Context: an optimization exercise on an open-source flow, tuned for small area, a short achievable clock period and few clock cycles per item. The choices shown serve that exercise and are no tape-out recipe.
Function was checked by simulation only, so behaviour that the tests miss may differ from the original.
Power and IR drop assume default switching activity.

## yarrow
// lsuOutUnit
module lsuOutUnit #(
	parameter int NUM_LANES = 8
) (
	input logic clk,
	input logic reset,
	input logic reqValid_i,
	input logic [NUM_LANES-1:0] reqLaneMask_i,
	input logic [NUM_LANES*32-1:0] reqAddr_i,
	input logic [NUM_LANES*32-1:0] reqData_i,
	input logic [4:0] reqWarp_i,
	input logic [4:0] reqReg_i,
	input logic reqWrite_i,
	output logic lsuBusy_o,
	input logic memReady_i,
	output logic memReq_o,
	output logic [25:0] memAddr_o,
	output logic [63:0] memByteMask_o,
	output logic [511:0] memData_o,
	output logic [4:0] memWarp_o,
	output logic [4:0] memReg_o,
	output logic memWrite_o
);
	logic [lsuOutPkg::SEGMENT_WORDS-1:0][NUM_LANES-1:0] sel;
	logic [lsuOutPkg::SEGMENT_WORDS-1:0] wordValid;
	lsuOutPkg::segmentAddr_t segment;
	logic [lsuOutPkg::SEGMENT_WORDS-1:0] wordValidQ;
	lsuOutPkg::line_t line;
	assign lsuBusy_o = !memReady_i;
	laneSelector #(
		.NUM_LANES(NUM_LANES)
	) i_laneSelector (
		.reqLaneMask_i(reqLaneMask_i),
		.reqAddr_i(reqAddr_i),
		.reqWrite_i(reqWrite_i),
		.sel_o(sel),
		.wordValid_o(wordValid),
		.segment_o(segment)
	);
	segmentLineBuffer #(
		.NUM_LANES(NUM_LANES)
	) i_segmentLineBuffer (
		.sel_i(sel),
		.laneData_i(reqData_i),
		.lineData_o(line)
	);
	always_ff @(posedge clk) begin
		if (reset) begin
			memReq_o <= 1'b0;
		end else begin
			memReq_o <= reqValid_i && memReady_i && (|reqLaneMask_i);
		end
	end
	always_ff @(posedge clk) begin
		wordValidQ <= wordValid;
		memData_o <= line;
		memAddr_o <= segment;
		memWarp_o <= reqWarp_i;
		memReg_o <= reqReg_i;
		memWrite_o <= reqWrite_i;
	end
	always_comb begin
		for (int w = 0; w < lsuOutPkg::SEGMENT_WORDS; w++) begin
			memByteMask_o[w*lsuOutPkg::WORD_BYTES +: lsuOutPkg::WORD_BYTES] = {lsuOutPkg::WORD_BYTES{wordValidQ[w]}};
		end
	end
endmodule
For scale: ~570 flip-flops, roughly 1200 I/O pins, ~41000 sq um of cells after synthesis.
==> flow/config.mk <==
export PLATFORM = sky130hd
export DESIGN_NAME = lsuOutUnit
export DESIGN_NICKNAME = lsuOutUnit
export VERILOG_FILES = /design/flow/design.v
export SDC_FILE = /design/flow/constraint.sdc
export NUM_CORES = 4
export LEC_CHECK = 0
export CAP_MARGIN = 40
export CORE_AREA = 4 4 396 396
export DIE_AREA = 0 0 400 400
export PLACE_DENSITY = 0.45
export SETUP_SLACK_MARGIN = 3.0
export SLEW_MARGIN = 30
export SYNTH_HIERARCHICAL = 1
export TNS_END_PERCENT = 5
==> flow/constraint.sdc <==
create_clock -name core_clock -period 5.5 [get_ports {clk}]
set_input_delay 1.1000 -clock core_clock [delete_from_list [all_inputs] [get_ports {clk}]]
set_output_delay 1.1000 -clock core_clock [all_outputs]
set_load 0.01 [all_outputs]
standard.sh (not shown) runs the stock make flow with config.mk's settings and CLKGATE_MAP_FILE= SYNTH_SCRIPT=/design/flow/synth_recipe.tcl, a recipe that flattens the netlist after the stock synthesis.
==> flow/flow/run.sh <==
#!/bin/bash
# Standard layout, with plain buf_1 cells as the port buffers instead of the
# delay-cell buffers buffer_ports picks by default.
set -euo pipefail
bash standard.sh 'BUFFER_PORTS_ARGS=-buffer_cell sky130_fd_sc_hd__buf_1' finish > flow.log 2>&1
Testbench counts of yarrow, summed over its fixed seeds: cycles 3,535, items 3,200.
--- input diff yarrow..onyx ---
- TNS_END_PERCENT: 5 -> 0
- CAP_MARGIN: 40 -> 20
- SETUP_SLACK_MARGIN: 3.0 -> 2.9
- PLACE_DENSITY: 0.45 -> 0.35
- SLEW_MARGIN: 30 -> 20
Results
onyx against yarrow: switching power now sits higher, non-clock buffer count now sits lower, synthesized cell count now sits at about the same level, final worst setup slack now sits lower.
yarrow was larger in final cell area than onyx.
The final reports for onyx and yarrow show sequential fraction of total cell area higher in the former.
The launching instance or port of the critical path comes out reqAddr_i[229] in one run and reqAddr_i[132] in the other, namely in onyx and yarrow respectively.
The run with more routed wire is onyx, not yarrow.
Total power draw: onyx vs yarrow up 260 uW
## Diff of input files: quartz against onyx
- a change of CAP_MARGIN from 20 to 40
- a change of SLEW_MARGIN from 20 to 30
[summary]
quartz: fraction of area in registers 0.74 points below onyx. Summary of quartz over onyx: clock-buffer cell count rose by 7, part of the total power dissipated in the clock network fell by 1.6 points.

* * *

== run A ==
lsuOutUnit, a different RTL version from the one above (not shown whole).
Size: about 440 flip-flops, roughly 1200 I/O pins, roughly 35000 um2 of cells after synthesis.
// lsuOutUnit
module lsuOutUnit #(
	parameter int NUM_LANES = 8
) (
	input logic clk,
	input logic reset,
	input logic reqValid_i,
	input logic [NUM_LANES-1:0] reqLaneMask_i,
	input logic [NUM_LANES*32-1:0] reqAddr_i,
	input logic [NUM_LANES*32-1:0] reqData_i,
	input logic [4:0] reqWarp_i,
	input logic [4:0] reqReg_i,
	input logic reqWrite_i,
	output logic lsuBusy_o,
	input logic memReady_i,
	output logic memReq_o,
	output logic [25:0] memAddr_o,
	output logic [63:0] memByteMask_o,
	output logic [511:0] memData_o,
	output logic [4:0] memWarp_o,
	output logic [4:0] memReg_o,
	output logic memWrite_o
);
make LEC_CHECK=0 CAP_MARGIN=20 CORE_AREA='4 4 396 396' DIE_AREA='0 0 400 400' SLEW_MARGIN=20 finish   # period 5.5 ns
run.sh (not shown) runs the stock make flow with config.mk's settings and CLKGATE_MAP_FILE= SYNTH_SCRIPT=/design/flow/synth_recipe.tcl, a recipe that flattens the netlist after the stock synthesis.
Stock flow here: none of the scripts above is used.
Testbench counts of run A, summed over its fixed seeds: cycles 3,535, items 3,200.
The following lists how run D was set up differently from run A:
Settings: an added CORE_MARGIN of 2; a deleted CORE_AREA that had been 4 4 396 396; a deleted DIE_AREA that had been 0 0 400 400; an added CORE_UTILIZATION of 40.
### Flow results
Status(run D) = ERROR, stage = I/O pin placement. Width of the die (run D vs. run A) decreases by more than 10%. Looking at run D and run A, the post-synthesis compound-gate area fraction is a wash. Between run D and run A, the number of placement rows is higher for run A. Delta (run D minus run A): proportion of register bits with asynchronous set or reset after synthesis stayed essentially flat; flop and latch count out of synthesis saw little to no change. Re sequential cell area fraction in the yosys report: no difference whatsoever between run D and run A. Mean post-synth cell area: run A vs run D identical. Die boundary height: run D < run A. Run D -> run A: synthesized cell count delta 0, exact match. Initial cell density of the core (run D over run A): increase, 17 points.

==> separate check: timing with driven ports <==
In the flow no input, the clock included, has a driving cell. The finished layouts below were timed again as built, in two steps. Step 1 assumes that a clkbuf_16 drives the clock port and a buf_2 every other input. Step 2 also shifts input and output timing later by t, the mid clock arrival at the registers, as if the neighbouring blocks saw the same clock. Slacks: no drivers / after step 1 / after step 2; pairs: no drivers / after step 1.
run	shift t [ns]	setup slack, ns	worst setup path at the end	clock arrival spread, ns	cell pins on the clock port's net
yarrow	0.785	2.598 / 2.453 / 1.668	input to register	0.054 / 0.054	1
onyx	0.806	2.576 / 2.477 / 1.671	input to register	0.031 / 0.032	1
quartz	0.819	2.614 / 2.480 / 1.661	input to register	0.026 / 0.026	1
run A	0.783	0.679 / 0.597 / 1.380	register to output	0.039 / 0.038	1
After both steps setup and hold are still met in every run listed. For quartz, which loses most, drivers alone change the setup slack by -0.134 ns; drivers and shift together by -0.953 ns.
